Source: an optimization exercise on an open RTL-to-GDS flow (aim: small area, a short achievable clock period and few clock cycles per item). Production flows keep margins and buffers that such runs may drop.
In this exercise RTL edits were held to simulation tests only and were not proved equivalent to the original.
Power is estimated from default activity; no workload was simulated.

==> design/flow/design.v <==
package sid_pkg;
    localparam int OPERAND_WIDTH = 32;
    localparam int STATUS_W      = 2;
    typedef enum logic [STATUS_W-1:0] {
        ST_OK   = STATUS_W'(0),
        ST_OVF  = STATUS_W'(1),
        ST_DIV0 = STATUS_W'(2)
    } t_status;
    localparam logic [OPERAND_WIDTH-1:0] MIN_VAL  = {1'b1, {(OPERAND_WIDTH-1){1'b0}}};
    localparam logic [OPERAND_WIDTH-1:0] MAX_VAL  = {1'b0, {(OPERAND_WIDTH-1){1'b1}}};
    localparam logic [OPERAND_WIDTH-1:0] ALL_ONES = {OPERAND_WIDTH{1'b1}};
    typedef struct packed {
        logic [OPERAND_WIDTH-1:0] rem;
        logic [OPERAND_WIDTH-1:0] nq;
        logic [OPERAND_WIDTH-1:0] dm;
        logic                     neg;
        t_status                  status;
    } t_stage;
endpackage
module signed_int32_divider (
    input  logic        i_clk,
    input  logic        i_rst_n,
    input  logic        i_req_valid,
    output logic        o_req_ready,
    input  logic [31:0] i_req_numerator,
    input  logic [31:0] i_req_denominator,
    output logic        o_rsp_valid,
    input  logic        i_rsp_ready,
    output logic [31:0] o_rsp_quotient,
    output logic [1:0]  o_rsp_status
);
    localparam logic [5:0] RING_WAIT = 6'd32;  
    logic        r_rdy;      
    logic        r_ov;       
    logic        r_kv;       
    logic [31:0] r_oq;
    logic [1:0]  r_os;
    logic [31:0] r_kq;
    logic [1:0]  r_ks;
    logic        r_park;     
    logic [5:0]  r_cnt;      
    assign o_req_ready = r_rdy;
    logic [31:0] s0_n;
    logic [31:0] s0_dm;
    logic        s0_neg;
    logic        w_park;     
    logic        w_take;     
    assign w_take = i_req_valid & r_rdy;
    assign s0_n   = i_req_numerator[31] ? (~i_req_numerator + 32'd1) : i_req_numerator;
    assign s0_dm  = i_req_denominator[31] ? (~i_req_denominator + 32'd1) : i_req_denominator;
    assign s0_neg = i_req_numerator[31] ^ i_req_denominator[31];
    logic        e_v;        
    logic [31:0] e_q;        
    logic        e_neg;
    logic        e_dz;       
    logic        p0_v;
    logic [31:0] p0_n;
    logic [31:0] p0_dm;      
    logic        p0_neg;
    always_ff @(posedge i_clk) begin
        if (!i_rst_n) p0_v <= 1'b0;
        else          p0_v <= w_park | w_take;
    end
    always_ff @(posedge i_clk) begin
        p0_n   <= w_park ? e_q : s0_n;
        p0_dm  <= w_park ? {31'h7FFF_FFFF, e_dz} : ~s0_dm;
        p0_neg <= w_park ? e_neg : s0_neg;
    end
    logic [0:0] t0_sh;
    logic [1:0] t0_df;
    logic       t0_ge;
    logic [0:0] t0_r;
    logic [0:0] t0_q;
    assign t0_sh = p0_n[31];
    assign t0_df = {1'b0, t0_sh} + {1'b1, p0_dm[0:0]} + 2'd1;
    assign t0_ge = ~t0_df[1] & (&p0_dm[31:1]);
    assign t0_r  = t0_ge ? t0_df[0:0] : t0_sh;
    assign t0_q  = t0_ge;
    logic        p1_v;
    logic [0:0] p1_r;
    logic [0:0] p1_q;
    logic [30:0] p1_n;
    logic [31:0] p1_dm;     
    logic        p1_neg;
    always_ff @(posedge i_clk) begin
        if (!i_rst_n) p1_v <= 1'b0;
        else          p1_v <= p0_v;
    end
    always_ff @(posedge i_clk) begin
        p1_r   <= t0_r;
        p1_q   <= t0_q;
        p1_n   <= p0_n[30:0];
        p1_dm  <= p0_dm;
        p1_neg <= p0_neg;
    end
    logic [31:0] p1_nx;
    assign p1_nx = {{1{1'b0}}, p1_n};
    logic [1:0] t1_sh;
    logic [2:0] t1_df;
    logic       t1_ge;
    logic [1:0] t1_r;
    logic [1:0] t1_q;
    assign t1_sh = {p1_r, p1_nx[30]};
    assign t1_df = {1'b0, t1_sh} + {1'b1, p1_dm[1:0]} + 3'd1;
    assign t1_ge = ~t1_df[2] & (&p1_dm[31:2]);
    assign t1_r  = t1_ge ? t1_df[1:0] : t1_sh;
    assign t1_q  = {p1_q, t1_ge};
    logic        p2_v;
    logic [1:0] p2_r;
    logic [1:0] p2_q;
    logic [29:0] p2_n;
    logic [31:0] p2_dm;     
    logic        p2_neg;
    always_ff @(posedge i_clk) begin
        if (!i_rst_n) p2_v <= 1'b0;
        else          p2_v <= p1_v;
    end
    always_ff @(posedge i_clk) begin
        p2_r   <= t1_r;
        p2_q   <= t1_q;
        p2_n   <= p1_nx[29:0];
        p2_dm  <= p1_dm;
        p2_neg <= p1_neg;
    end
    logic [31:0] p2_nx;
    assign p2_nx = {{2{1'b0}}, p2_n};
    logic [2:0] t2_sh;
    logic [3:0] t2_df;
    logic       t2_ge;
    logic [2:0] t2_r;
    logic [2:0] t2_q;
    assign t2_sh = {p2_r, p2_nx[29]};
    assign t2_df = {1'b0, t2_sh} + {1'b1, p2_dm[2:0]} + 4'd1;
    assign t2_ge = ~t2_df[3] & (&p2_dm[31:3]);
    assign t2_r  = t2_ge ? t2_df[2:0] : t2_sh;
    assign t2_q  = {p2_q, t2_ge};
    logic        p3_v;
    logic [2:0] p3_r;
    logic [2:0] p3_q;
    logic [28:0] p3_n;
    logic [31:0] p3_dm;     
    logic        p3_neg;
    always_ff @(posedge i_clk) begin
        if (!i_rst_n) p3_v <= 1'b0;
        else          p3_v <= p2_v;
    end
    always_ff @(posedge i_clk) begin
        p3_r   <= t2_r;
        p3_q   <= t2_q;
        p3_n   <= p2_nx[28:0];
        p3_dm  <= p2_dm;
        p3_neg <= p2_neg;
    end
    logic [31:0] p3_nx;
    assign p3_nx = {{3{1'b0}}, p3_n};
    logic [3:0] t3_sh;
    logic [4:0] t3_df;
    logic       t3_ge;
    logic [3:0] t3_r;
    logic [3:0] t3_q;
    assign t3_sh = {p3_r, p3_nx[28]};
    assign t3_df = {1'b0, t3_sh} + {1'b1, p3_dm[3:0]} + 5'd1;
    assign t3_ge = ~t3_df[4] & (&p3_dm[31:4]);
    assign t3_r  = t3_ge ? t3_df[3:0] : t3_sh;
    assign t3_q  = {p3_q, t3_ge};
    logic        p4_v;
    logic [3:0] p4_r;
    logic [3:0] p4_q;
    logic [27:0] p4_n;
    logic [31:0] p4_dm;     
    logic        p4_neg;
    always_ff @(posedge i_clk) begin
        if (!i_rst_n) p4_v <= 1'b0;
        else          p4_v <= p3_v;
    end
    always_ff @(posedge i_clk) begin
        p4_r   <= t3_r;
        p4_q   <= t3_q;
        p4_n   <= p3_nx[27:0];
        p4_dm  <= p3_dm;
        p4_neg <= p3_neg;
    end
    logic [31:0] p4_nx;
    assign p4_nx = {{4{1'b0}}, p4_n};
    logic [4:0] t4_sh;
    logic [5:0] t4_df;
    logic       t4_ge;
    logic [4:0] t4_r;
    logic [4:0] t4_q;
    assign t4_sh = {p4_r, p4_nx[27]};
    assign t4_df = {1'b0, t4_sh} + {1'b1, p4_dm[4:0]} + 6'd1;
    assign t4_ge = ~t4_df[5] & (&p4_dm[31:5]);
    assign t4_r  = t4_ge ? t4_df[4:0] : t4_sh;
    assign t4_q  = {p4_q, t4_ge};
    logic        p5_v;
    logic [4:0] p5_r;
    logic [4:0] p5_q;
    logic [26:0] p5_n;
    logic [31:0] p5_dm;     
    logic        p5_neg;
    always_ff @(posedge i_clk) begin
        if (!i_rst_n) p5_v <= 1'b0;
        else          p5_v <= p4_v;
    end
    always_ff @(posedge i_clk) begin
        p5_r   <= t4_r;
        p5_q   <= t4_q;
        p5_n   <= p4_nx[26:0];
        p5_dm  <= p4_dm;
        p5_neg <= p4_neg;
    end
    logic [31:0] p5_nx;
    assign p5_nx = {{5{1'b0}}, p5_n};
    logic [5:0] t5_sh;
    logic [6:0] t5_df;
    logic       t5_ge;
    logic [5:0] t5_r;
    logic [5:0] t5_q;
    assign t5_sh = {p5_r, p5_nx[26]};
    assign t5_df = {1'b0, t5_sh} + {1'b1, p5_dm[5:0]} + 7'd1;
    assign t5_ge = ~t5_df[6] & (&p5_dm[31:6]);
    assign t5_r  = t5_ge ? t5_df[5:0] : t5_sh;
    assign t5_q  = {p5_q, t5_ge};
    logic        p6_v;
    logic [5:0] p6_r;
    logic [5:0] p6_q;
    logic [25:0] p6_n;
    logic [31:0] p6_dm;     
    logic        p6_neg;
    always_ff @(posedge i_clk) begin
        if (!i_rst_n) p6_v <= 1'b0;
        else          p6_v <= p5_v;
    end
    always_ff @(posedge i_clk) begin
        p6_r   <= t5_r;
        p6_q   <= t5_q;
        p6_n   <= p5_nx[25:0];
        p6_dm  <= p5_dm;
        p6_neg <= p5_neg;
    end
    logic [31:0] p6_nx;
    assign p6_nx = {{6{1'b0}}, p6_n};
    logic [6:0] t6_sh;
    logic [7:0] t6_df;
    logic       t6_ge;
    logic [6:0] t6_r;
    logic [6:0] t6_q;
    assign t6_sh = {p6_r, p6_nx[25]};
    assign t6_df = {1'b0, t6_sh} + {1'b1, p6_dm[6:0]} + 8'd1;
    assign t6_ge = ~t6_df[7] & (&p6_dm[31:7]);
    assign t6_r  = t6_ge ? t6_df[6:0] : t6_sh;
    assign t6_q  = {p6_q, t6_ge};
    logic        p7_v;
    logic [6:0] p7_r;
    logic [6:0] p7_q;
    logic [24:0] p7_n;
    logic [31:0] p7_dm;     
    logic        p7_neg;
    always_ff @(posedge i_clk) begin
        if (!i_rst_n) p7_v <= 1'b0;
        else          p7_v <= p6_v;
    end
    always_ff @(posedge i_clk) begin
        p7_r   <= t6_r;
        p7_q   <= t6_q;
        p7_n   <= p6_nx[24:0];
        p7_dm  <= p6_dm;
        p7_neg <= p6_neg;
    end
    logic [31:0] p7_nx;
    assign p7_nx = {{7{1'b0}}, p7_n};
    logic [7:0] t7_sh;
    logic [8:0] t7_df;
    logic       t7_ge;
    logic [7:0] t7_r;
    logic [7:0] t7_q;
    assign t7_sh = {p7_r, p7_nx[24]};
    assign t7_df = {1'b0, t7_sh} + {1'b1, p7_dm[7:0]} + 9'd1;
    assign t7_ge = ~t7_df[8] & (&p7_dm[31:8]);
    assign t7_r  = t7_ge ? t7_df[7:0] : t7_sh;
    assign t7_q  = {p7_q, t7_ge};
    logic        p8_v;
    logic [7:0] p8_r;
    logic [7:0] p8_q;
    logic [23:0] p8_n;
    logic [31:0] p8_dm;     
    logic        p8_neg;
    always_ff @(posedge i_clk) begin
        if (!i_rst_n) p8_v <= 1'b0;
        else          p8_v <= p7_v;
    end
    always_ff @(posedge i_clk) begin
        p8_r   <= t7_r;
        p8_q   <= t7_q;
        p8_n   <= p7_nx[23:0];
        p8_dm  <= p7_dm;
        p8_neg <= p7_neg;
    end
    logic [31:0] p8_nx;
    assign p8_nx = {{8{1'b0}}, p8_n};
    logic [8:0] t8_sh;
    logic [9:0] t8_df;
    logic       t8_ge;
    logic [8:0] t8_r;
    logic [8:0] t8_q;
    assign t8_sh = {p8_r, p8_nx[23]};
    assign t8_df = {1'b0, t8_sh} + {1'b1, p8_dm[8:0]} + 10'd1;
    assign t8_ge = ~t8_df[9] & (&p8_dm[31:9]);
    assign t8_r  = t8_ge ? t8_df[8:0] : t8_sh;
    assign t8_q  = {p8_q, t8_ge};
    logic        p9_v;
    logic [8:0] p9_r;
    logic [8:0] p9_q;
    logic [22:0] p9_n;
    logic [31:0] p9_dm;     
    logic        p9_neg;
    always_ff @(posedge i_clk) begin
        if (!i_rst_n) p9_v <= 1'b0;
        else          p9_v <= p8_v;
    end
    always_ff @(posedge i_clk) begin
        p9_r   <= t8_r;
        p9_q   <= t8_q;
        p9_n   <= p8_nx[22:0];
        p9_dm  <= p8_dm;
        p9_neg <= p8_neg;
    end
    logic [31:0] p9_nx;
    assign p9_nx = {{9{1'b0}}, p9_n};
    logic [9:0] t9_sh;
    logic [10:0] t9_df;
    logic       t9_ge;
    logic [9:0] t9_r;
    logic [9:0] t9_q;
    assign t9_sh = {p9_r, p9_nx[22]};
    assign t9_df = {1'b0, t9_sh} + {1'b1, p9_dm[9:0]} + 11'd1;
    assign t9_ge = ~t9_df[10] & (&p9_dm[31:10]);
    assign t9_r  = t9_ge ? t9_df[9:0] : t9_sh;
    assign t9_q  = {p9_q, t9_ge};
    logic        p10_v;
    logic [9:0] p10_r;
    logic [9:0] p10_q;
    logic [21:0] p10_n;
    logic [31:0] p10_dm;     
    logic        p10_neg;
    always_ff @(posedge i_clk) begin
        if (!i_rst_n) p10_v <= 1'b0;
        else          p10_v <= p9_v;
    end
    always_ff @(posedge i_clk) begin
        p10_r   <= t9_r;
        p10_q   <= t9_q;
        p10_n   <= p9_nx[21:0];
        p10_dm  <= p9_dm;
        p10_neg <= p9_neg;
    end
    logic [31:0] p10_nx;
    assign p10_nx = {{10{1'b0}}, p10_n};
    logic [10:0] t10_sh;
    logic [11:0] t10_df;
    logic       t10_ge;
    logic [10:0] t10_r;
    logic [10:0] t10_q;
    assign t10_sh = {p10_r, p10_nx[21]};
    assign t10_df = {1'b0, t10_sh} + {1'b1, p10_dm[10:0]} + 12'd1;
    assign t10_ge = ~t10_df[11] & (&p10_dm[31:11]);
    assign t10_r  = t10_ge ? t10_df[10:0] : t10_sh;
    assign t10_q  = {p10_q, t10_ge};
    logic        p11_v;
    logic [10:0] p11_r;
    logic [10:0] p11_q;
    logic [20:0] p11_n;
    logic [31:0] p11_dm;     
    logic        p11_neg;
    always_ff @(posedge i_clk) begin
        if (!i_rst_n) p11_v <= 1'b0;
        else          p11_v <= p10_v;
    end
    always_ff @(posedge i_clk) begin
        p11_r   <= t10_r;
        p11_q   <= t10_q;
        p11_n   <= p10_nx[20:0];
        p11_dm  <= p10_dm;
        p11_neg <= p10_neg;
    end
    logic [31:0] p11_nx;
    assign p11_nx = {{11{1'b0}}, p11_n};
    logic [11:0] t11_sh;
    logic [12:0] t11_df;
    logic       t11_ge;
    logic [11:0] t11_r;
    logic [11:0] t11_q;
    assign t11_sh = {p11_r, p11_nx[20]};
    assign t11_df = {1'b0, t11_sh} + {1'b1, p11_dm[11:0]} + 13'd1;
    assign t11_ge = ~t11_df[12] & (&p11_dm[31:12]);
    assign t11_r  = t11_ge ? t11_df[11:0] : t11_sh;
    assign t11_q  = {p11_q, t11_ge};
    logic        p12_v;
    logic [11:0] p12_r;
    logic [11:0] p12_q;
    logic [19:0] p12_n;
    logic [31:0] p12_dm;     
    logic        p12_neg;
    always_ff @(posedge i_clk) begin
        if (!i_rst_n) p12_v <= 1'b0;
        else          p12_v <= p11_v;
    end
    always_ff @(posedge i_clk) begin
        p12_r   <= t11_r;
        p12_q   <= t11_q;
        p12_n   <= p11_nx[19:0];
        p12_dm  <= p11_dm;
        p12_neg <= p11_neg;
    end
    logic [31:0] p12_nx;
    assign p12_nx = {{12{1'b0}}, p12_n};
    logic [12:0] t12_sh;
    logic [13:0] t12_df;
    logic       t12_ge;
    logic [12:0] t12_r;
    logic [12:0] t12_q;
    assign t12_sh = {p12_r, p12_nx[19]};
    assign t12_df = {1'b0, t12_sh} + {1'b1, p12_dm[12:0]} + 14'd1;
    assign t12_ge = ~t12_df[13] & (&p12_dm[31:13]);
    assign t12_r  = t12_ge ? t12_df[12:0] : t12_sh;
    assign t12_q  = {p12_q, t12_ge};
    logic        p13_v;
    logic [12:0] p13_r;
    logic [12:0] p13_q;
    logic [18:0] p13_n;
    logic [31:0] p13_dm;     
    logic        p13_neg;
    always_ff @(posedge i_clk) begin
        if (!i_rst_n) p13_v <= 1'b0;
        else          p13_v <= p12_v;
    end
    always_ff @(posedge i_clk) begin
        p13_r   <= t12_r;
        p13_q   <= t12_q;
        p13_n   <= p12_nx[18:0];
        p13_dm  <= p12_dm;
        p13_neg <= p12_neg;
    end
    logic [31:0] p13_nx;
    assign p13_nx = {{13{1'b0}}, p13_n};
    logic [13:0] t13_sh;
    logic [14:0] t13_df;
    logic       t13_ge;
    logic [13:0] t13_r;
    logic [13:0] t13_q;
    assign t13_sh = {p13_r, p13_nx[18]};
    assign t13_df = {1'b0, t13_sh} + {1'b1, p13_dm[13:0]} + 15'd1;
    assign t13_ge = ~t13_df[14] & (&p13_dm[31:14]);
    assign t13_r  = t13_ge ? t13_df[13:0] : t13_sh;
    assign t13_q  = {p13_q, t13_ge};
    logic        p14_v;
    logic [13:0] p14_r;
    logic [13:0] p14_q;
    logic [17:0] p14_n;
    logic [31:0] p14_dm;     
    logic        p14_neg;
    always_ff @(posedge i_clk) begin
        if (!i_rst_n) p14_v <= 1'b0;
        else          p14_v <= p13_v;
    end
    always_ff @(posedge i_clk) begin
        p14_r   <= t13_r;
        p14_q   <= t13_q;
        p14_n   <= p13_nx[17:0];
        p14_dm  <= p13_dm;
        p14_neg <= p13_neg;
    end
    logic [31:0] p14_nx;
    assign p14_nx = {{14{1'b0}}, p14_n};
    logic [14:0] t14_sh;
    logic [15:0] t14_df;
    logic       t14_ge;
    logic [14:0] t14_r;
    logic [14:0] t14_q;
    assign t14_sh = {p14_r, p14_nx[17]};
    assign t14_df = {1'b0, t14_sh} + {1'b1, p14_dm[14:0]} + 16'd1;
    assign t14_ge = ~t14_df[15] & (&p14_dm[31:15]);
    assign t14_r  = t14_ge ? t14_df[14:0] : t14_sh;
    assign t14_q  = {p14_q, t14_ge};
    logic        p15_v;
    logic [14:0] p15_r;
    logic [14:0] p15_q;
    logic [16:0] p15_n;
    logic [31:0] p15_dm;     
    logic        p15_neg;
    always_ff @(posedge i_clk) begin
        if (!i_rst_n) p15_v <= 1'b0;
        else          p15_v <= p14_v;
    end
    always_ff @(posedge i_clk) begin
        p15_r   <= t14_r;
        p15_q   <= t14_q;
        p15_n   <= p14_nx[16:0];
        p15_dm  <= p14_dm;
        p15_neg <= p14_neg;
    end
    logic [31:0] p15_nx;
    assign p15_nx = {{15{1'b0}}, p15_n};
    logic [15:0] t15_sh;
    logic [16:0] t15_df;
    logic       t15_ge;
    logic [15:0] t15_r;
    logic [15:0] t15_q;
    assign t15_sh = {p15_r, p15_nx[16]};
    assign t15_df = {1'b0, t15_sh} + {1'b1, p15_dm[15:0]} + 17'd1;
    assign t15_ge = ~t15_df[16] & (&p15_dm[31:16]);
    assign t15_r  = t15_ge ? t15_df[15:0] : t15_sh;
    assign t15_q  = {p15_q, t15_ge};
    logic        p16_v;
    logic [15:0] p16_r;
    logic [15:0] p16_q;
    logic [15:0] p16_n;
    logic [31:0] p16_dm;     
    logic        p16_neg;
    always_ff @(posedge i_clk) begin
        if (!i_rst_n) p16_v <= 1'b0;
        else          p16_v <= p15_v;
    end
    always_ff @(posedge i_clk) begin
        p16_r   <= t15_r;
        p16_q   <= t15_q;
        p16_n   <= p15_nx[15:0];
        p16_dm  <= p15_dm;
        p16_neg <= p15_neg;
    end
    logic [31:0] p16_nx;
    assign p16_nx = {{16{1'b0}}, p16_n};
    logic [16:0] t16_sh;
    logic [17:0] t16_df;
    logic       t16_ge;
    logic [16:0] t16_r;
    logic [16:0] t16_q;
    assign t16_sh = {p16_r, p16_nx[15]};
    assign t16_df = {1'b0, t16_sh} + {1'b1, p16_dm[16:0]} + 18'd1;
    assign t16_ge = ~t16_df[17] & (&p16_dm[31:17]);
    assign t16_r  = t16_ge ? t16_df[16:0] : t16_sh;
    assign t16_q  = {p16_q, t16_ge};
    logic        p17_v;
    logic [16:0] p17_r;
    logic [16:0] p17_q;
    logic [14:0] p17_n;
    logic [31:0] p17_dm;     
    logic        p17_neg;
    always_ff @(posedge i_clk) begin
        if (!i_rst_n) p17_v <= 1'b0;
        else          p17_v <= p16_v;
    end
    always_ff @(posedge i_clk) begin
        p17_r   <= t16_r;
        p17_q   <= t16_q;
        p17_n   <= p16_nx[14:0];
        p17_dm  <= p16_dm;
        p17_neg <= p16_neg;
    end
    logic [31:0] p17_nx;
    assign p17_nx = {{17{1'b0}}, p17_n};
    logic [17:0] t17_sh;
    logic [18:0] t17_df;
    logic       t17_ge;
    logic [17:0] t17_r;
    logic [17:0] t17_q;
    assign t17_sh = {p17_r, p17_nx[14]};
    assign t17_df = {1'b0, t17_sh} + {1'b1, p17_dm[17:0]} + 19'd1;
    assign t17_ge = ~t17_df[18] & (&p17_dm[31:18]);
    assign t17_r  = t17_ge ? t17_df[17:0] : t17_sh;
    assign t17_q  = {p17_q, t17_ge};
    logic        p18_v;
    logic [17:0] p18_r;
    logic [17:0] p18_q;
    logic [13:0] p18_n;
    logic [31:0] p18_dm;     
    logic        p18_neg;
    always_ff @(posedge i_clk) begin
        if (!i_rst_n) p18_v <= 1'b0;
        else          p18_v <= p17_v;
    end
    always_ff @(posedge i_clk) begin
        p18_r   <= t17_r;
        p18_q   <= t17_q;
        p18_n   <= p17_nx[13:0];
        p18_dm  <= p17_dm;
        p18_neg <= p17_neg;
    end
    logic [31:0] p18_nx;
    assign p18_nx = {{18{1'b0}}, p18_n};
    logic [18:0] t18_sh;
    logic [19:0] t18_df;
    logic       t18_ge;
    logic [18:0] t18_r;
    logic [18:0] t18_q;
    assign t18_sh = {p18_r, p18_nx[13]};
    assign t18_df = {1'b0, t18_sh} + {1'b1, p18_dm[18:0]} + 20'd1;
    assign t18_ge = ~t18_df[19] & (&p18_dm[31:19]);
    assign t18_r  = t18_ge ? t18_df[18:0] : t18_sh;
    assign t18_q  = {p18_q, t18_ge};
    logic        p19_v;
    logic [18:0] p19_r;
    logic [18:0] p19_q;
    logic [12:0] p19_n;
    logic [31:0] p19_dm;     
    logic        p19_neg;
    always_ff @(posedge i_clk) begin
        if (!i_rst_n) p19_v <= 1'b0;
        else          p19_v <= p18_v;
    end
    always_ff @(posedge i_clk) begin
        p19_r   <= t18_r;
        p19_q   <= t18_q;
        p19_n   <= p18_nx[12:0];
        p19_dm  <= p18_dm;
        p19_neg <= p18_neg;
    end
    logic [31:0] p19_nx;
    assign p19_nx = {{19{1'b0}}, p19_n};
    logic [19:0] t19_sh;
    logic [20:0] t19_df;
    logic       t19_ge;
    logic [19:0] t19_r;
    logic [19:0] t19_q;
    assign t19_sh = {p19_r, p19_nx[12]};
    assign t19_df = {1'b0, t19_sh} + {1'b1, p19_dm[19:0]} + 21'd1;
    assign t19_ge = ~t19_df[20] & (&p19_dm[31:20]);
    assign t19_r  = t19_ge ? t19_df[19:0] : t19_sh;
    assign t19_q  = {p19_q, t19_ge};
    logic        p20_v;
    logic [19:0] p20_r;
    logic [19:0] p20_q;
    logic [11:0] p20_n;
    logic [31:0] p20_dm;     
    logic        p20_neg;
    always_ff @(posedge i_clk) begin
        if (!i_rst_n) p20_v <= 1'b0;
        else          p20_v <= p19_v;
    end
    always_ff @(posedge i_clk) begin
        p20_r   <= t19_r;
        p20_q   <= t19_q;
        p20_n   <= p19_nx[11:0];
        p20_dm  <= p19_dm;
        p20_neg <= p19_neg;
    end
    logic [31:0] p20_nx;
    assign p20_nx = {{20{1'b0}}, p20_n};
    logic [20:0] t20_sh;
    logic [21:0] t20_df;
    logic       t20_ge;
    logic [20:0] t20_r;
    logic [20:0] t20_q;
    assign t20_sh = {p20_r, p20_nx[11]};
    assign t20_df = {1'b0, t20_sh} + {1'b1, p20_dm[20:0]} + 22'd1;
    assign t20_ge = ~t20_df[21] & (&p20_dm[31:21]);
    assign t20_r  = t20_ge ? t20_df[20:0] : t20_sh;
    assign t20_q  = {p20_q, t20_ge};
    logic        p21_v;
    logic [20:0] p21_r;
    logic [20:0] p21_q;
    logic [10:0] p21_n;
    logic [31:0] p21_dm;     
    logic        p21_neg;
    always_ff @(posedge i_clk) begin
        if (!i_rst_n) p21_v <= 1'b0;
        else          p21_v <= p20_v;
    end
    always_ff @(posedge i_clk) begin
        p21_r   <= t20_r;
        p21_q   <= t20_q;
        p21_n   <= p20_nx[10:0];
        p21_dm  <= p20_dm;
        p21_neg <= p20_neg;
    end
    logic [31:0] p21_nx;
    assign p21_nx = {{21{1'b0}}, p21_n};
    logic [21:0] t21_sh;
    logic [22:0] t21_df;
    logic       t21_ge;
    logic [21:0] t21_r;
    logic [21:0] t21_q;
    assign t21_sh = {p21_r, p21_nx[10]};
    assign t21_df = {1'b0, t21_sh} + {1'b1, p21_dm[21:0]} + 23'd1;
    assign t21_ge = ~t21_df[22] & (&p21_dm[31:22]);
    assign t21_r  = t21_ge ? t21_df[21:0] : t21_sh;
    assign t21_q  = {p21_q, t21_ge};
    logic        p22_v;
    logic [21:0] p22_r;
    logic [21:0] p22_q;
    logic [9:0] p22_n;
    logic [31:0] p22_dm;     
    logic        p22_neg;
    always_ff @(posedge i_clk) begin
        if (!i_rst_n) p22_v <= 1'b0;
        else          p22_v <= p21_v;
    end
    always_ff @(posedge i_clk) begin
        p22_r   <= t21_r;
        p22_q   <= t21_q;
        p22_n   <= p21_nx[9:0];
        p22_dm  <= p21_dm;
        p22_neg <= p21_neg;
    end
    logic [31:0] p22_nx;
    assign p22_nx = {{22{1'b0}}, p22_n};
    logic [22:0] t22_sh;
    logic [23:0] t22_df;
    logic       t22_ge;
    logic [22:0] t22_r;
    logic [22:0] t22_q;
    assign t22_sh = {p22_r, p22_nx[9]};
    assign t22_df = {1'b0, t22_sh} + {1'b1, p22_dm[22:0]} + 24'd1;
    assign t22_ge = ~t22_df[23] & (&p22_dm[31:23]);
    assign t22_r  = t22_ge ? t22_df[22:0] : t22_sh;
    assign t22_q  = {p22_q, t22_ge};
    logic        p23_v;
    logic [22:0] p23_r;
    logic [22:0] p23_q;
    logic [8:0] p23_n;
    logic [31:0] p23_dm;     
    logic        p23_neg;
    always_ff @(posedge i_clk) begin
        if (!i_rst_n) p23_v <= 1'b0;
        else          p23_v <= p22_v;
    end
    always_ff @(posedge i_clk) begin
        p23_r   <= t22_r;
        p23_q   <= t22_q;
        p23_n   <= p22_nx[8:0];
        p23_dm  <= p22_dm;
        p23_neg <= p22_neg;
    end
    logic [31:0] p23_nx;
    assign p23_nx = {{23{1'b0}}, p23_n};
    logic [23:0] t23_sh;
    logic [24:0] t23_df;
    logic       t23_ge;
    logic [23:0] t23_r;
    logic [23:0] t23_q;
    assign t23_sh = {p23_r, p23_nx[8]};
    assign t23_df = {1'b0, t23_sh} + {1'b1, p23_dm[23:0]} + 25'd1;
    assign t23_ge = ~t23_df[24] & (&p23_dm[31:24]);
    assign t23_r  = t23_ge ? t23_df[23:0] : t23_sh;
    assign t23_q  = {p23_q, t23_ge};
    logic        p24_v;
    logic [23:0] p24_r;
    logic [23:0] p24_q;
    logic [7:0] p24_n;
    logic [31:0] p24_dm;     
    logic        p24_neg;
    always_ff @(posedge i_clk) begin
        if (!i_rst_n) p24_v <= 1'b0;
        else          p24_v <= p23_v;
    end
    always_ff @(posedge i_clk) begin
        p24_r   <= t23_r;
        p24_q   <= t23_q;
        p24_n   <= p23_nx[7:0];
        p24_dm  <= p23_dm;
        p24_neg <= p23_neg;
    end
    logic [31:0] p24_nx;
    assign p24_nx = {{24{1'b0}}, p24_n};
    logic [24:0] t24_sh;
    logic [25:0] t24_df;
    logic       t24_ge;
    logic [24:0] t24_r;
    logic [24:0] t24_q;
    assign t24_sh = {p24_r, p24_nx[7]};
    assign t24_df = {1'b0, t24_sh} + {1'b1, p24_dm[24:0]} + 26'd1;
    assign t24_ge = ~t24_df[25] & (&p24_dm[31:25]);
    assign t24_r  = t24_ge ? t24_df[24:0] : t24_sh;
    assign t24_q  = {p24_q, t24_ge};
    logic        p25_v;
    logic [24:0] p25_r;
    logic [24:0] p25_q;
    logic [6:0] p25_n;
    logic [31:0] p25_dm;     
    logic        p25_neg;
    always_ff @(posedge i_clk) begin
        if (!i_rst_n) p25_v <= 1'b0;
        else          p25_v <= p24_v;
    end
    always_ff @(posedge i_clk) begin
        p25_r   <= t24_r;
        p25_q   <= t24_q;
        p25_n   <= p24_nx[6:0];
        p25_dm  <= p24_dm;
        p25_neg <= p24_neg;
    end
    logic [31:0] p25_nx;
    assign p25_nx = {{25{1'b0}}, p25_n};
    logic [25:0] t25_sh;
    logic [26:0] t25_df;
    logic       t25_ge;
    logic [25:0] t25_r;
    logic [25:0] t25_q;
    assign t25_sh = {p25_r, p25_nx[6]};
    assign t25_df = {1'b0, t25_sh} + {1'b1, p25_dm[25:0]} + 27'd1;
    assign t25_ge = ~t25_df[26] & (&p25_dm[31:26]);
    assign t25_r  = t25_ge ? t25_df[25:0] : t25_sh;
    assign t25_q  = {p25_q, t25_ge};
    logic        p26_v;
    logic [25:0] p26_r;
    logic [25:0] p26_q;
    logic [5:0] p26_n;
    logic [31:0] p26_dm;     
    logic        p26_neg;
    always_ff @(posedge i_clk) begin
        if (!i_rst_n) p26_v <= 1'b0;
        else          p26_v <= p25_v;
    end
    always_ff @(posedge i_clk) begin
        p26_r   <= t25_r;
        p26_q   <= t25_q;
        p26_n   <= p25_nx[5:0];
        p26_dm  <= p25_dm;
        p26_neg <= p25_neg;
    end
    logic [31:0] p26_nx;
    assign p26_nx = {{26{1'b0}}, p26_n};
    logic [26:0] t26_sh;
    logic [27:0] t26_df;
    logic       t26_ge;
    logic [26:0] t26_r;
    logic [26:0] t26_q;
    assign t26_sh = {p26_r, p26_nx[5]};
    assign t26_df = {1'b0, t26_sh} + {1'b1, p26_dm[26:0]} + 28'd1;
    assign t26_ge = ~t26_df[27] & (&p26_dm[31:27]);
    assign t26_r  = t26_ge ? t26_df[26:0] : t26_sh;
    assign t26_q  = {p26_q, t26_ge};
    logic        p27_v;
    logic [26:0] p27_r;
    logic [26:0] p27_q;
    logic [4:0] p27_n;
    logic [31:0] p27_dm;     
    logic        p27_neg;
    always_ff @(posedge i_clk) begin
        if (!i_rst_n) p27_v <= 1'b0;
        else          p27_v <= p26_v;
    end
    always_ff @(posedge i_clk) begin
        p27_r   <= t26_r;
        p27_q   <= t26_q;
        p27_n   <= p26_nx[4:0];
        p27_dm  <= p26_dm;
        p27_neg <= p26_neg;
    end
    logic [31:0] p27_nx;
    assign p27_nx = {{27{1'b0}}, p27_n};
    logic [27:0] t27_sh;
    logic [28:0] t27_df;
    logic       t27_ge;
    logic [27:0] t27_r;
    logic [27:0] t27_q;
    assign t27_sh = {p27_r, p27_nx[4]};
    assign t27_df = {1'b0, t27_sh} + {1'b1, p27_dm[27:0]} + 29'd1;
    assign t27_ge = ~t27_df[28] & (&p27_dm[31:28]);
    assign t27_r  = t27_ge ? t27_df[27:0] : t27_sh;
    assign t27_q  = {p27_q, t27_ge};
    logic        p28_v;
    logic [27:0] p28_r;
    logic [27:0] p28_q;
    logic [3:0] p28_n;
    logic [31:0] p28_dm;     
    logic        p28_neg;
    always_ff @(posedge i_clk) begin
        if (!i_rst_n) p28_v <= 1'b0;
        else          p28_v <= p27_v;
    end
    always_ff @(posedge i_clk) begin
        p28_r   <= t27_r;
        p28_q   <= t27_q;
        p28_n   <= p27_nx[3:0];
        p28_dm  <= p27_dm;
        p28_neg <= p27_neg;
    end
    logic [31:0] p28_nx;
    assign p28_nx = {{28{1'b0}}, p28_n};
    logic [28:0] t28_sh;
    logic [29:0] t28_df;
    logic       t28_ge;
    logic [28:0] t28_r;
    logic [28:0] t28_q;
    assign t28_sh = {p28_r, p28_nx[3]};
    assign t28_df = {1'b0, t28_sh} + {1'b1, p28_dm[28:0]} + 30'd1;
    assign t28_ge = ~t28_df[29] & (&p28_dm[31:29]);
    assign t28_r  = t28_ge ? t28_df[28:0] : t28_sh;
    assign t28_q  = {p28_q, t28_ge};
    logic        p29_v;
    logic [28:0] p29_r;
    logic [28:0] p29_q;
    logic [2:0] p29_n;
    logic [31:0] p29_dm;     
    logic        p29_neg;
    always_ff @(posedge i_clk) begin
        if (!i_rst_n) p29_v <= 1'b0;
        else          p29_v <= p28_v;
    end
    always_ff @(posedge i_clk) begin
        p29_r   <= t28_r;
        p29_q   <= t28_q;
        p29_n   <= p28_nx[2:0];
        p29_dm  <= p28_dm;
        p29_neg <= p28_neg;
    end
    logic [31:0] p29_nx;
    assign p29_nx = {{29{1'b0}}, p29_n};
    logic [29:0] t29_sh;
    logic [30:0] t29_df;
    logic       t29_ge;
    logic [29:0] t29_r;
    logic [29:0] t29_q;
    assign t29_sh = {p29_r, p29_nx[2]};
    assign t29_df = {1'b0, t29_sh} + {1'b1, p29_dm[29:0]} + 31'd1;
    assign t29_ge = ~t29_df[30] & (&p29_dm[31:30]);
    assign t29_r  = t29_ge ? t29_df[29:0] : t29_sh;
    assign t29_q  = {p29_q, t29_ge};
    logic        p30_v;
    logic [29:0] p30_r;
    logic [29:0] p30_q;
    logic [1:0] p30_n;
    logic [31:0] p30_dm;     
    logic        p30_neg;
    always_ff @(posedge i_clk) begin
        if (!i_rst_n) p30_v <= 1'b0;
        else          p30_v <= p29_v;
    end
    always_ff @(posedge i_clk) begin
        p30_r   <= t29_r;
        p30_q   <= t29_q;
        p30_n   <= p29_nx[1:0];
        p30_dm  <= p29_dm;
        p30_neg <= p29_neg;
    end
    logic [31:0] p30_nx;
    assign p30_nx = {{30{1'b0}}, p30_n};
    logic [30:0] t30_sh;
    logic [31:0] t30_df;
    logic       t30_ge;
    logic [30:0] t30_r;
    logic [30:0] t30_q;
    assign t30_sh = {p30_r, p30_nx[1]};
    assign t30_df = {1'b0, t30_sh} + {1'b1, p30_dm[30:0]} + 32'd1;
    assign t30_ge = ~t30_df[31] & (&p30_dm[31:31]);
    assign t30_r  = t30_ge ? t30_df[30:0] : t30_sh;
    assign t30_q  = {p30_q, t30_ge};
    logic        p31_v;
    logic [30:0] p31_r;
    logic [30:0] p31_q;
    logic [0:0] p31_n;
    logic [31:0] p31_dm;     
    logic        p31_neg;
    always_ff @(posedge i_clk) begin
        if (!i_rst_n) p31_v <= 1'b0;
        else          p31_v <= p30_v;
    end
    always_ff @(posedge i_clk) begin
        p31_r   <= t30_r;
        p31_q   <= t30_q;
        p31_n   <= p30_nx[0:0];
        p31_dm  <= p30_dm;
        p31_neg <= p30_neg;
    end
    logic [31:0] p31_nx;
    assign p31_nx = {{31{1'b0}}, p31_n};
    logic [31:0] t31_sh;
    logic [32:0] t31_df;
    logic       t31_ge;
    logic [31:0] t31_q;
    assign t31_sh = {p31_r, p31_nx[0]};
    assign t31_df = {1'b0, t31_sh} + {1'b1, p31_dm[31:0]} + 33'd1;
    assign t31_ge = ~t31_df[32];
    assign t31_q  = {p31_q, t31_ge};
    logic        p32_v;
    logic [31:0] p32_q;
    logic        p32_neg;
    logic        p32_dz;
    always_ff @(posedge i_clk) begin
        if (!i_rst_n) p32_v <= 1'b0;
        else          p32_v <= p31_v;
    end
    always_ff @(posedge i_clk) begin
        p32_q   <= t31_q;
        p32_neg <= p31_neg;
        p32_dz  <= &p31_dm;
    end
    assign e_v   = p32_v;
    assign e_q   = p32_q;
    assign e_neg = p32_neg;
    assign e_dz  = p32_dz;
    logic [31:0] f_q;
    logic [31:0] f_low;      
    logic        f_ovf;
    logic [31:0] f_quot;
    logic [1:0]  f_st;
    assign f_ovf  = ~e_neg & e_q[31];
    assign f_low[0] = 1'b0;
    for (genvar i = 1; i < 32; i++) begin : g_low
        assign f_low[i] = |e_q[i-1:0];
    end
    assign f_q    = e_neg ? (e_q ^ f_low) : e_q;
    assign f_quot = e_dz ? 32'd0 : (f_ovf ? 32'h7FFF_FFFF : f_q);
    assign f_st   = e_dz ? 2'd2 : (f_ovf ? 2'd1 : 2'd0);
    logic w_head;    
    logic w_outok;   
    logic w_push;    
    logic w_oen;     
    logic w_kv;      
    logic w_parkn;   
    assign w_head  = r_park & (r_cnt == 6'd0);
    assign w_outok = ~r_kv & (~r_park | w_head);
    assign w_push  = e_v & w_outok;
    assign w_park  = e_v & ~w_outok;
    assign w_oen   = ~r_ov | i_rsp_ready;
    assign w_kv    = (r_kv | w_push) & ~w_oen;
    assign w_parkn = w_park | (r_park & ~w_head);
    always_ff @(posedge i_clk) begin
        if (!i_rst_n) begin
            r_ov   <= 1'b0;
            r_kv   <= 1'b0;
            r_park <= 1'b0;
            r_rdy  <= 1'b1;
        end else begin
            if (w_oen) r_ov <= r_kv | w_push;
            r_kv   <= w_kv;
            r_park <= w_parkn;
            r_rdy  <= ~w_parkn & ~(p31_v & w_kv);
        end
    end
    always_ff @(posedge i_clk) begin
        if (w_park & (~r_park | w_head)) r_cnt <= RING_WAIT;
        else                             r_cnt <= r_cnt - 6'd1;
    end
    always_ff @(posedge i_clk) begin
        if (w_oen) begin
            r_oq <= r_kv ? r_kq : f_quot;
            r_os <= r_kv ? r_ks : f_st;
        end
        if (~r_kv) begin
            r_kq <= f_quot;
            r_ks <= f_st;
        end
    end
    assign o_rsp_valid    = r_ov;
    assign o_rsp_quotient = r_oq;
    assign o_rsp_status   = r_os;
endmodule
==> design/flow/run.sh <==
#!/bin/bash
# synth_recipe.tcl (not shown) runs the flow's synth.tcl, then flattens the netlist and writes it again
# the make line also repeats each setting of config.mk as NAME=value (left out here)
make -C /OpenROAD-flow-scripts/flow DESIGN_CONFIG=/design/flow/config.mk WORK_HOME=/design/flow/orfs CLKGATE_MAP_FILE= SYNTH_SCRIPT=/design/flow/synth_recipe.tcl finish
==> design/flow/config.mk <==
export PLATFORM = sky130hd
export DESIGN_NAME = signed_int32_divider
export DESIGN_NICKNAME = signed_int32_divider
export VERILOG_FILES = /design/flow/design.v
export SDC_FILE = /design/flow/constraint.sdc
export NUM_CORES = 4
export LEC_CHECK = 0
export ABC_AREA = 1
export CAP_MARGIN = 20
export CORE_MARGIN = 2
export CORE_UTILIZATION = 60
export SETUP_SLACK_MARGIN = 2.2
export SLEW_MARGIN = 20
==> design/flow/constraint.sdc <==
create_clock -name core_clock -period 4.4 [get_ports {i_clk}]
set_input_delay 0.8800 -clock core_clock [delete_from_list [all_inputs] [get_ports {i_clk}]]
set_output_delay 0.8800 -clock core_clock [all_outputs]
set_load 0.01 [all_outputs]
==> qor.yml, run 1 <==
placement:
  dp_hpwl_um: 184000
  place_ws_ns: 1.39
  gp_congestion: 0.975
  io_buffers: 103
grt:
  antenna_found_initial: 15
  grt_max_degree: 61
  grt_usage_pct: 30.5
  grt_pass1_vias: 71700
  grt_pass1_wl_um: 393000
  overflow: 0
worst_hold_path:
  min_path_cells: 0
  min_to: "p31_q[18]"
  hold_start: "p30_q[17]"
  min_path_type: "reg -> reg"
worst_setup_path:
  timing.rr.end: "p13_r[9]"
  ff2ff_path_depth: 7
  criticalPathCategory: "reg -> out"
  cp_cell_sequence: "buf_2"
  cpPeakStageDelay_ns: 0.62
  critPathMaxFanout: 1
  cp-end-kind: "output pin"
  path_delay_family: "flip-flops"
  cp_slowest_cell: "edfxtp_1"
  critPathBufInv: 1
  r2r_start: "p12_dm[11]"
  start_kind: "flip-flop"
  worstPathRequired_ns: 3.52
  rrSetupSlack_ns: 2.19
  critPathArrivalTime_ns: 1.72
sta:
  hold_viol: 0
  layout_min_cycle_time_ns: 2.60
  period_share_pct: 59.1
  setup_slack_ns: 1.80
  slew_violations: 0
  worst-slew-pin-transition_ns: 1.33
  fmax_mhz: 385
  max_slew_margin_pct: 11.4
  fin_skew_ns: 0.0803
  rsz0062_at_grt: "true"
  setup_violations: 0
  final.setup.tns_ns: 0
pwr:
  combinationalPowerShare_pct: 16.1
  p_per_area_mw_per_mm2: 544
  switching_share_pct: 27.6
  clock_power_share_pct: 38.6
  p_int_mw: 44.9
  p_switching_mw: 17.2
  peakVddDrop_mv: 0.501
  seq_power_share_pct: 45.3
  p_leak_nw: 55.0
  p_total_mw: 62.1
detailed_routing:
  topRoutingLayerUsed: "met5"
  wl_um: 261000
  firstDrtPassIters: 7
  drt-wirelength-per-cell_um: 18.7
  wl_met1_um: 112000
  drc_errors: 0
  ant_nets: 0
  dr_wl_met2_um: 124000
  routed_via_density: 5.28
  drtIter0Drc: 5825
  vias: 73700
  route.met3.wl_um: 15300
layout:
  synthToLayoutAreaGrowth_pct: 18.0
  finalNetCount: 12200
  drive_gt1_share_pct: 11.0
yosys:
  yosys-top-cells-area: "dfxtp_1 56%, nand2_1 14%, ha_1 6.9%"
  synthCells: 11200
  yosys_warnings: 1
  ys_seq_area_share_pct: 56.6
  synth_top_cells_by_count: "3531 x nand2_1, 2687 x dfxtp_1, 1277 x inv_1"
  synth_area_per_cell_sq_um: 8.66
  synthFlopType: "dfxtp_1"
  async_flop_share_pct: 0
  synth_top_area_share_pct: 55.6
  yosys_register_bits: 2721
  synth_top_cell_by_area: "dfxtp_1"
  syn_nets: 11800
  synth_area_sq_mm: 0.0968
  synth-edff-count: 34
  synth.most_common_cell: "nand2_1"
  yosysUniqueCellTypes: 55
clocking:
  clock_latency_ns: 0.95
  cts_buffer_depth: 4
  ctsHoldBuffers: 0
  clk_pin_slew_ns: 0.07
  cts_tree: "yes"
  cts_made_buffers: 280
  root_buffer: "clkbuf_16"
  cts.sinks: 2721
  cts_max_level: 5
die:
  row_count: 147
  initial_core_util_pct: 60.4
  die_height_um: 406
  core-area_sq_mm: 0.160
  fp.dieW_um: 406
  die_area_sq_mm: 0.165
  io_pins: 104
outcome:
  status: "finished clean"
job:
  cap_violations: 0
-- cell type report --
cell class | count | area (sq um)
sequential | 2721 | 54900
fill | 11900 | 46100
multi-input combinational | 7080 | 40000
clock buffer | 377 | 7920
inverter | 1292 | 4950
tap | 2160 | 2700
timing repair buffer | 233 | 2290
clock inverter | 99 | 1380
timing repair inverter | 4 | 37.5
antenna | 3 | 7.51
-- placed cells by master (no fill, tap or decap), types with 48 or more instances in the layout --
| cell type | synthesis | final |
|---|---|---|
| a21oi_1 | 423 | 397 |
| buf_4 | 11 | 94 |
| clkbuf_1 | 42 | 51 |
| clkbuf_16 | 0 | 296 |
| clkdlybuf4s50_1 | 0 | 67 |
| dfxtp_1 | 2687 | 2599 |
| dfxtp_2 | 0 | 83 |
| ha_1 | 535 | 384 |
| ha_2 | 0 | 52 |
| ha_4 | 0 | 99 |
| inv_1 | 1277 | 1251 |
| nand2_1 | 3531 | 3397 |
| nand2_2 | 16 | 107 |
| nand3_1 | 604 | 561 |
| nand4_1 | 200 | 200 |
| nor2_1 | 621 | 568 |
| nor3_1 | 81 | 70 |
| o21ai_0 | 329 | 280 |
| o21ai_1 | 117 | 126 |
| o21bai_1 | 49 | 48 |
| xnor2_1 | 180 | 180 |
| xor2_1 | 103 | 103 |
-- power groups by stage --
stage	combinational [mW]	clock [mW]	sequential, mW
3_5_place_dp	8.74	0	28.5
3_3_place_gp	8.58	0	28.5
2_1_floorplan	6.59	0	27.9
4_1_cts	9.12	24.3	28.0
5_1_grt	11.1	25.3	28.3
6_report	9.99	24.0	28.1
-- worst max path at each step --
stage | cells past startpoint | endpoint | from | slack (ns)
6_report | 1 | o_rsp_quotient[19] | r_oq[19] | 1.80
5_1_grt | 1 | o_rsp_quotient[19] | r_oq[19] | 1.79
4_1_cts | 1 | o_rsp_quotient[19] | r_oq[19] | 1.77
3_5_place_dp | 10 | p0_n[24] | i_req_numerator[0] | 1.39
3_3_place_gp | 10 | p0_n[24] | i_req_numerator[0] | 1.35
2_1_floorplan | 9 | p0_n[24] | i_req_numerator[1] | 2.23
-- cell families (layout without fill, tap and decap cells) --
| logic type | Yosys count | in the layout | share of synthesized area [%] |
|---|---|---|---|
| compound gates | 1014 | 1016 | 5.64 |
| buf+inv | 1402 | 2005 | 5.64 |
| simple gates | 5189 | 5216 | 22.0 |
| other cells | 0 | 3 | 0 |
| fa+ha+maj | 565 | 565 | 7.54 |
| flops | 2721 | 2721 | 56.6 |
| xor+xnor | 283 | 283 | 2.56 |
-- per-layer routing --
metal  up-vias  GRT usage [%]
met4         8           11.4
met2      2292           51.5
met3       619           4.78
met1     34300           39.3
li1      36500              -
met5         -              0
-- stage by stage --
step                      area [sq um]  utilization [%]  cells  hold slack [ns]
final                           114000             71.2  14000            0.260
after global routing            114000             71.2  14000            0.256
after CTS                       111000             69.2  13900            0.254
after detailed placement        100000             62.4  13300            0.312
after global placement          100000             62.4  13300            0.310
after floorplan                  96800                -  11200            0.310
-- repair_timing --
action,in CTS,in global routing
setup endpoints to repair,543,539
gates cloned,22,20
pin swaps,25,84
buffers inserted,47,56
gates resized for setup,402,599
Testbench counts, summed over its fixed seeds: cycles 9,872, items 9,600.
==> run 2: changes to the inputs <==
--- a/design/flow/config.mk
+++ b/design/flow/config.mk
@@ -9,5 +9,5 @@
 export CAP_MARGIN = 20
 export CORE_MARGIN = 2
 export CORE_UTILIZATION = 60
-export SETUP_SLACK_MARGIN = 2.2
+export SETUP_SLACK_MARGIN = 1.8
 export SLEW_MARGIN = 20
==> run 2 against run 1 <==
Still clean. Wire length fell by 4.1%. Largest cell class unchanged. Final area fell by 3.8%. Utilization fell by 2.7 points. Maximum frequency rose by 1.3%. Worst hold slack got worse by 0.0017 ns. Synthesized cell count did not move.
==> qor.yml, run 2 <==
yosys:
  synth-edff-count: 34  # unchanged
  yosys_warnings: 1  # unchanged
  synthFlopType: "dfxtp_1"
  synthCells: 11200  # unchanged
  synth_top_cells_by_count: "3531 x nand2_1, 2687 x dfxtp_1, 1277 x inv_1"
  synth_area_per_cell_sq_um: 8.66  # unchanged
  syn_nets: 11800  # unchanged
  synth_area_sq_mm: 0.0968  # unchanged
  yosys_register_bits: 2721  # unchanged
  ys_seq_area_share_pct: 56.6  # unchanged
  synth_top_cell_by_area: "dfxtp_1"
  async_flop_share_pct: 0  # unchanged
  yosysUniqueCellTypes: 55  # unchanged
  synth.most_common_cell: "nand2_1"
  synth_top_area_share_pct: 55.6  # unchanged
  yosys-top-cells-area: "dfxtp_1 56%, nand2_1 14%, ha_1 6.9%"
clocking:
  cts.sinks: 2721  # unchanged
  cts_made_buffers: 280  # unchanged
  cts_tree: "yes"
  root_buffer: "clkbuf_16"
  cts_max_level: 5  # unchanged
  cts_buffer_depth: 4  # unchanged
  clk_pin_slew_ns: 0.07  # about the same
  clock_latency_ns: 0.95  # about the same
detailed_routing:
  firstDrtPassIters: 6  # -1
  drt-wirelength-per-cell_um: 18.0  # -3.2%
  drtIter0Drc: 5317  # -8.7%
  drc_errors: 0  # unchanged
  vias: 72100  # -2.1%
  ant_nets: 0  # unchanged
  wl_um: 250000  # -4.1%
  routed_via_density: 5.21  # -1.3%
sta:
  hold_viol: 0  # unchanged
  setup_violations: 0  # unchanged
  hold_slack_ns: 0.258  # -0.00166 ns
  rsz0062_at_grt: "true"
  fin_skew_ns: 0.0822  # +0.00191 ns
  worst-slew-pin-transition_ns: 1.36  # +0.0331 ns
  slew_violations: 0  # unchanged
  fmax_mhz: 390  # +1.3%
  layout_min_cycle_time_ns: 2.56  # -0.0344 ns
  period_share_pct: 58.3  # -0.78 points
  max_slew_margin_pct: 8.64  # -2.8 points
  final.setup.tns_ns: 0  # unchanged
grt:
  grt_pass1_vias: 70500  # -1.6%
  grt_max_degree: 61  # unchanged
  grt_usage_pct: 29.8  # -0.67 points
  antenna_found_initial: 15  # unchanged
  overflow: 0  # unchanged
  grt_pass1_wl_um: 385000  # -2.0%
die:
  core-area_sq_mm: 0.160  # unchanged
  io_pins: 104  # unchanged
  row_count: 147  # unchanged
  fp.dieW_um: 406  # unchanged
  die_area_sq_mm: 0.165  # unchanged
  die_height_um: 406  # unchanged
  initial_core_util_pct: 60.4  # unchanged
worst_setup_path:
  critPathMaxFanout: 1  # unchanged
  cpPeakStageDelay_ns: 0.59  # -0.03 ns
  cp_cell_sequence: "buf_2"
  cp-end-kind: "output pin"
  worstPathRequired_ns: 3.52  # about the same
  cp_slowest_cell: "edfxtp_1"
  criticalPathCategory: "reg -> out"
  critPathBufInv: 1  # unchanged
  path_delay_family: "flip-flops"
  start_kind: "flip-flop"
  critPathArrivalTime_ns: 1.68  # -0.04 ns
pwr:
  p_leak_nw: 54.2  # -1.6%
  p_total_mw: 61.0  # -1.8%
  p_per_area_mw_per_mm2: 555  # +2.0%
  peakVddDrop_mv: 0.504  # +0.63%
placement:
  io_buffers: 103  # unchanged
  dp_hpwl_um: 184000  # unchanged
  dp_cells: 13300  # unchanged
  gp_congestion: 0.975  # unchanged
layout:
  fill_cells: 12500  # +5.4%
  mostFrequentLayoutCells: "3517 x nand2_1, 2686 x dfxtp_1, 1274 x inv_1, 616 x nor2_1, 601 x nand3_1"
  fin_cells: 13900  # -0.84%
  finalNetCount: 12100  # -0.97%
  synthToLayoutAreaGrowth_pct: 13.6
  regArea_sq_mm: 0.0548  # -0.22%
  multiInputGateArea_sq_mm: 0.0369  # -8.0%
  final_common_cell: "nand2_1"
  drive_gt1_share_pct: 4.89  # -6.1 points
worst_hold_path:
  min_path_type: "reg -> reg"
outcome:
  status: "finished clean"
job:
  cap_violations: 0  # unchanged
## run 2: cell counts after synthesis
No cell type changed its count.
## run 2: layout make-up
type	instances	share of cell area, %
flip-flops and latches	2721	49.9
multi-input cells	7059	33.5
clock buffers	377	7.20
inverters	1292	4.44
well taps	2160	2.46
clock inverters	99	1.26
repair buffers	138	1.23
diodes	5	0.0114
repair inverters	1	0.00455
## run 2: per-stage QoR
stage	utilization (%)	instance area, sq um	worst slack [ns]
detailed placement	62.4	100000	1.39
global route	68.5	110000	1.73
floorplan	-	96800	2.23
global placement	62.4	100000	1.35
CTS	68.2	109000	1.64
finish	68.5	110000	1.84
## run 2: layer usage
metal / track usage, % / up-vias / wire (um)
li1: - / 36200 / -
met5: 0 / - / 47
met2: 50.3 / 2123 / 118000
met3: 4.44 / 539 / 14400
met1: 38.6 / 33300 / 109000
met4: 11.3 / 6 / 9220
## run 2: final timing paths
path	from	end	slack, ns	cells after the start
setup / recovery	r_oq[19]	o_rsp_quotient[19]	1.84	1
hold / removal	p30_q[17]	p31_q[18]	0.26	0
setup reg to reg	p26_dm[7]	p27_r[17]	1.87	10
hold reg to reg	p30_q[17]	p31_q[18]	0.26	0
## run 2: cells by family after synthesis
kind of cell	after synthesis	share of synthesized area [%]
simple gates	5189	22.0
flops	2721	56.6
buf+inv	1402	5.64
compound gates	1014	5.64
fa+ha+maj	565	7.54
xor+xnor	283	2.56
## run 2: where the power goes
part	switching (mW)	internal [mW]	leakage [nW]	total, mW
registers	1.29	26.7	22.8	28.0
logic	5.75	3.27	26.8	9.03
clock network	9.53	14.4	4.54	23.9
## run 2: repair_timing
item                                    in CTS  in global routing
gates cloned                                 1                  8
pin swaps                                    1                 10
setup buffers                                1                 16
hold buffers                                 0                  0
endpoints found under the setup margin     242                265
gates resized for setup                     63                 59
==> run 3: changes to the inputs <==
--- a/design/flow/config.mk
+++ b/design/flow/config.mk
@@ -9,5 +9,7 @@
 export CAP_MARGIN = 20
 export CORE_MARGIN = 2
 export CORE_UTILIZATION = 60
+export CTS_CLUSTER_DIAMETER = 80
+export CTS_CLUSTER_SIZE = 30
 export SETUP_SLACK_MARGIN = 1.8
 export SLEW_MARGIN = 20
==> run 3 against run 2 <==
Now fails the layout checks on capacitance limit, slew limit. Clock power shrank 42%. Global-route usage shrank 1.6 points. Sequential cell count is the same. Total power shrank 17%. Combinational power shrank 0.9%. Via count shrank 2.8%. Register-to-register slack lost 0.07 ns. Clock skew shrank 0.028 ns. Critical path type is now reg -> reg. Critical endpoint is now p25_r[8]. Highest routed layer unchanged.
==> qor.yml, run 3 <==
layout:
  finalNetCount: 12000  # -1.3%
  final_common_cell: "nand2_1"
  fill_cells: 13200  # +5.9%
  fin_cells: 13600  # -2.2%
  drive_gt1_share_pct: 2.87  # -2.0 points
  final_util_pct: 65.3  # -3.3 points
  mostFrequentLayoutCells: "3514 x nand2_1, 2686 x dfxtp_1, 1274 x inv_1, 617 x nor2_1, 601 x nand3_1"
  synthToLayoutAreaGrowth_pct: 8.13
pwr:
  p_switching_mw: 15.1  # -8.9%
  switching_share_pct: 29.8  # +2.6 points
  p_per_area_mw_per_mm2: 484  # -13%
  combinationalPowerShare_pct: 17.7  # +2.9 points
  p_int_mw: 35.6  # -20%
  seq_power_share_pct: 55.1  # +9.2 points
  p_leak_nw: 51.5  # -4.8%
  clock_power_share_pct: 27.3  # -12 points
  peakVddDrop_mv: 0.488  # -3.1%
clocking:
  cts_max_level: 3  # -2
  clock_latency_ns: 0.81  # -0.14 ns
  cts_buffer_depth: 3  # -1
  clk_pin_slew_ns: 0.11  # +0.04 ns
  cts.sinks: 2721  # unchanged
  ctsHoldBuffers: 0  # unchanged
  cts_made_buffers: 121  # -57%
  root_buffer: "clkbuf_16"
  cts_tree: "yes"
worst_setup_path:
  r2r_start: "p24_dm[28]"
  critPathMaxFanout: 5  # +4
  critPathArrivalTime_ns: 3.23  # +1.55 ns
  start_kind: "flip-flop"
  worstSetupStartpoint: "p24_dm[28]"
  cp-end-kind: "flip-flop"
  criticalPathCategory: "reg -> reg"
  worstPathRequired_ns: 5.03  # +1.51 ns
detailed_routing:
  firstDrtPassIters: 7  # +1
  ant_nets: 0  # unchanged
  drc_errors: 0  # unchanged
  wl_um: 237000  # -5.3%
  drt-wirelength-per-cell_um: 17.5  # -3.2%
  drtIter0Drc: 5177  # -2.6%
  vias: 70100  # -2.8%
  routed_via_density: 5.17  # -0.71%
die:
  core-area_sq_mm: 0.160  # unchanged
  die_area_sq_mm: 0.165  # unchanged
  initial_core_util_pct: 60.4  # unchanged
  die_height_um: 406  # unchanged
  io_pins: 104  # unchanged
  fp.dieW_um: 406  # unchanged
  row_count: 147  # unchanged
yosys:
  synth_top_cells_by_count: "3531 x nand2_1, 2687 x dfxtp_1, 1277 x inv_1"
  synth.most_common_cell: "nand2_1"
  synth_area_sq_mm: 0.0968  # unchanged
  synthCells: 11200  # unchanged
  yosys_register_bits: 2721  # unchanged
  synth_top_area_share_pct: 55.6  # unchanged
  synthFlopType: "dfxtp_1"
  synth_top_cell_by_area: "dfxtp_1"
  synth-edff-count: 34  # unchanged
  synth_area_per_cell_sq_um: 8.66  # unchanged
  ys_seq_area_share_pct: 56.6  # unchanged
  async_flop_share_pct: 0  # unchanged
  syn_nets: 11800  # unchanged
  yosysUniqueCellTypes: 55  # unchanged
  yosys_warnings: 1  # unchanged
  yosys-top-cells-area: "dfxtp_1 56%, nand2_1 14%, ha_1 6.9%"
grt:
  grt_pass1_wl_um: 365000  # -5.1%
  grt_pass1_vias: 67300  # -4.6%
  grt_usage_pct: 28.1  # -1.6 points
  grt_max_degree: 61  # unchanged
  antenna_found_initial: 9  # -6
  overflow: 0  # unchanged
placement:
  gp_congestion: 0.975  # unchanged
  dp_hpwl_um: 184000  # unchanged
  io_buffers: 103  # unchanged
  dp_cells: 13300  # unchanged
sta:
  fmax_mhz: 384  # -1.5%
  hold_viol: 0  # unchanged
  hold_slack_ns: 0.313  # +0.0548 ns
  rsz0062_at_grt: "true"
  worst-slew-pin-transition_ns: 1.50  # +0.138 ns
  period_share_pct: 59.2  # +0.91 points
  fin_skew_ns: 0.0545  # -0.0277 ns
  setup_violations: 0  # unchanged
  max_slew_margin_pct: -0.218  # -8.9 points
  slew_violations: 1  # +1
  layout_min_cycle_time_ns: 2.60  # +0.0400 ns
  final.setup.tns_ns: 0  # unchanged
outcome:
  status: "finished with violations"
  so.violations: "capacitance limit, slew limit"
job:
  cap_violations: 1  # +1
worst_hold_path:
  hold_start: "p18_n[6]"
  min_path_type: "reg -> reg"
## run 3: cell counts after synthesis
Identical to the previous run, type by type.
## run 3: path summary, 6_finish.rpt
| kind | end | slack [ns] | depth (start not counted) |
|---|---|---|---|
| worst max register to register | p25_r[8] | 1.80 | 4 |
| worst min register to register | p19_n[6] | 0.31 | 0 |
| worst max-delay path | p25_r[8] | 1.80 | 4 |
| worst min-delay path | p19_n[6] | 0.31 | 0 |
## run 3: layout make-up
cell class	count	area [sq um]	share of cell area [%]
repair inverters	1	5.00	0.00478
multi-input cells	7059	36900	35.2
repair buffers	135	1320	1.26
clock inverters	56	983	0.940
inverters	1292	4880	4.67
flip-flops and latches	2721	54800	52.4
well taps	2160	2700	2.58
diodes	2	5.00	0.00478
clock buffers	128	3100	2.96
## run 3: cell families (layout without fill, tap and decap cells)
logic type               count (synthesis)  count (layout)  share of synthesized area [%]
AND/OR/NAND/NOR                       5189            5195                           22.0
flip-flops                            2721            2721                           56.6
buffers and inverters                 1402            1612                           5.64
AO/OA/AOI/OAI                         1014            1016                           5.64
adder cells (fa/ha/maj)                565             565                           7.54
XOR/XNOR                               283             283                           2.56
other                                    0               2                              0
## run 3: worst max-delay path: stages, from the launching register on
cell	delay [ns]
dfxtp_1	0.36
nand4_1	0.11
nor2_1	1.11
o21ai_2	0.32
o21ai_1	0.50
## run 3: power groups by stage
stage / Sequential [mW] / Clock (mW) / Combinational, mW
3_5_place_dp: 28.5 / 0 / 8.74
5_1_grt: 28.1 / 15.0 / 10.1
4_1_cts: 28.0 / 14.1 / 8.77
3_3_place_gp: 28.5 / 0 / 8.58
2_1_floorplan: 27.9 / 0 / 6.59
6_report: 27.9 / 13.8 / 8.95
## run 3: routing by layer
layer	vias up	track usage (%)	share of wire [%]
met5	-	0	0.0046
met3	394	3.44	5.0
met1	32200	37.9	45
li1	35700	-	-
met2	1773	47.4	47
met4	2	8.62	3.2
## run 3: repair_timing
action / 4_1_cts / 5_1_grt
pin swaps: 1 / 8
buffers inserted: 0 / 14
gates cloned: 1 / 8
gates resized for setup: 59 / 62
endpoints found under the setup margin: 224 / 261
## run 3: per-stage QoR
step                setup WS [ns]  instance area (sq um)  power [mW]
finish                       1.80                 105000        50.7
global placement             1.35                 100000        37.0
detailed placement           1.39                 100000        37.2
global route                 1.77                 105000        53.2
CTS                          1.69                 104000        50.8
floorplan                    2.23                  96800        34.5
==> run 4: changes to the inputs <==
--- a/design/flow/config.mk
+++ b/design/flow/config.mk
@@ -9,7 +9,5 @@
 export CAP_MARGIN = 20
 export CORE_MARGIN = 2
 export CORE_UTILIZATION = 60
-export CTS_CLUSTER_DIAMETER = 80
-export CTS_CLUSTER_SIZE = 30
-export SETUP_SLACK_MARGIN = 1.8
+export SETUP_SLACK_MARGIN = 1.5
 export SLEW_MARGIN = 20
==> run 4 against run 3 <==
The run now finishes clean. Non-clock buffer count decreased by 14. Via count increased by 2.7%. Final area increased by 4.6%. Cell count increased by 2.0%. Global-route usage increased by 1.6 points. Synthesized cell count unchanged. Maximum frequency decreased by 7.9%. Combinational power increased by 0.6%. Die area unchanged. Sequential share of layout area decreased by 2.3 points.
==> qor.yml, run 4 <==
layout:
  multiInputGateArea_sq_mm: 0.0366  # -0.75%
  drive_gt1_share_pct: 4.48  # +1.6 points
  fin_cells: 13800  # +2.0%
  finalNetCount: 12100  # +1.1%
  fill_cells: 12600  # -5.0%
  mostFrequentLayoutCells: "3524 x nand2_1, 2687 x dfxtp_1, 1276 x inv_1, 620 x nor2_1, 603 x nand3_1"
placement:
  dp_hpwl_um: 184000  # unchanged
clocking:
  clk_pin_slew_ns: 0.06  # -0.05 ns
  post_cts_buffers: 0  # unchanged
  cts_made_buffers: 280  # +130%
  ctsHoldBuffers: 0  # unchanged
  cts_tree: "yes"
worst_setup_path:
  critPathArrivalTime_ns: 3.60  # +0.37 ns
  cpPeakStageDelay_ns: 0.78  # -0.33 ns
  criticalPathCategory: "reg -> reg"
  start_kind: "flip-flop"
  cpMostUsedCell: "nand2_1"
sta:
  hold_viol: 0  # unchanged
  fin_skew_ns: 0.0819  # +0.0274 ns
  layout_min_cycle_time_ns: 2.83  # +0.224 ns
  setup_violations: 0  # unchanged
  slew_violations: 0  # -1
  max_slew_margin_pct: 28.0  # +28 points
  worst-slew-pin-transition_ns: 1.07  # -0.424 ns
  period_share_pct: 64.3  # +5.1 points
  final.setup.tns_ns: 0  # unchanged
  rsz0062_at_grt: "false"
detailed_routing:
  firstDrtPassIters: 6  # -1
  drt-wirelength-per-cell_um: 18.0  # +2.9%
  wl_um: 249000  # +5.0%
  vias: 72000  # +2.7%
  drc_errors: 0  # unchanged
yosys:
  synth_area_sq_mm: 0.0968  # unchanged
  synth-edff-count: 34  # unchanged
  synth_top_cells_by_count: "3531 x nand2_1, 2687 x dfxtp_1, 1277 x inv_1"
  synth_top_area_share_pct: 55.6  # unchanged
  yosys_warnings: 1  # unchanged
  ys_seq_area_share_pct: 56.6  # unchanged
  async_flop_share_pct: 0  # unchanged
  yosys_register_bits: 2721  # unchanged
worst_hold_path:
  min_path_type: "reg -> reg"
die:
  io_pins: 104  # unchanged
  initial_core_util_pct: 60.4  # unchanged
  fp.dieW_um: 406  # unchanged
pwr:
  peakVddDrop_mv: 0.503  # +3.2%
  p_per_area_mw_per_mm2: 557  # +15%
  p_leak_nw: 53.8  # +4.3%
grt:
  antenna_found_initial: 14  # +5
outcome:
  status: "finished clean"
-- run 4: path summary, 6_finish.rpt --
path / from / endpoint / cells past startpoint
worst max-delay path: p24_r[21] / p25_r[2] / 8
worst min-delay path: p30_q[17] / p31_q[18] / 0
worst max register to register: p24_r[21] / p25_r[2] / 8
worst min register to register: p30_q[17] / p31_q[18] / 0
-- run 4: per-stage QoR --
| stage | util, % | cell area (sq um) | hold WS (ns) | setup WS (ns) | power [mW] |
|---|---|---|---|---|---|
| 2_1_floorplan | - | 96800 | 0.310 | 2.23 | 34.5 |
| 3_3_place_gp | 62.4 | 100000 | 0.310 | 1.35 | 37.0 |
| 3_5_place_dp | 62.4 | 100000 | 0.312 | 1.39 | 37.2 |
| 4_1_cts | 68.2 | 109000 | 0.254 | 1.52 | 61.2 |
| 5_1_grt | 68.2 | 109000 | 0.259 | 1.51 | 63.6 |
| 6_report | 68.2 | 109000 | 0.260 | 1.57 | 60.9 |
-- run 4: critical path, delay by kind of cell, from the launching register on --
family	cells	cell delay [ns]
adder cells (fa/ha/maj)	1	0.41
flip-flops	1	0.33
AND/OR/NAND/NOR	3	0.45
AO/OA/AOI/OAI	4	1.53
-- run 4: layer usage --
metal | track usage, % | vias to the layer above | share of wire, %
met5 | 0 | - | 0.011
met4 | 11.2 | 4 | 3.6
met3 | 4.40 | 525 | 5.5
met2 | 50.2 | 2077 | 47
met1 | 38.6 | 33300 | 44
li1 | - | 36100 | -
-- run 4: repair_timing --
action | CTS | global route
pin swaps | 0 | 1
gates resized for setup | 2 | 16
cloned | 0 | 1
endpoints found under the setup margin | 13 | 96
-- run 4: cells by family after synthesis --
family,synth area share [%]
XOR/XNOR,2.56
adder cells (fa/ha/maj),7.54
flip-flops,56.6
AND/OR/NAND/NOR,22.0
AO/OA/AOI/OAI,5.64
buffers and inverters,5.64
-- run 4: power by group --
group          switching (mW)  leakage [nW]  internal (mW)  total, mW
Combinational            5.70          26.4           3.30       9.00
Clock                    9.53          4.54           14.4       23.9
Sequential               1.29          22.8           26.7       28.0
Total                    16.5          53.8           44.4       60.9
-- run 4: layout make-up --
cell class                 instances  share of cell area, %
sequential                      2721                   50.1
antenna                            4                0.00915
inverter                        1292                   4.44
multi-input combinational       7052                   33.4
clock inverter                    99                   1.26
clock buffer                     377                   7.23
timing repair buffer             121                   1.07
tap                             2160                   2.47

static timing again, ports no longer ideal:
How much do the figures lean on ideal ports? The routed layouts below were timed once more, with nothing changed but the port constraints. Step 1, drivers: a clkbuf_16 drives i_clk and a buf_2 each remaining input, both assumed. Step 2 moves the port delays by t, midway between the first and last clock arrival at a register: inputs arrive t later, outputs are due t later. That takes back most of the time a late clock gives input paths. Slacks: ideal ports / drivers / drivers and shift; pairs: ideal ports / drivers.
run	shift t [ns]	setup WS [ns]	cell pins on the clock port's net
run 1	0.983	1.801 / 1.717 / 1.386	1
run 2	0.985	1.835 / 1.751 / 1.336	1
run 3	0.873	1.795 / 1.785 / 1.396	1
run 4	0.984	1.571 / 1.555 / 1.362	1
The setup slack of run 2, which loses most, moves by -0.084 ns with the drivers and by -0.499 ns with both steps.
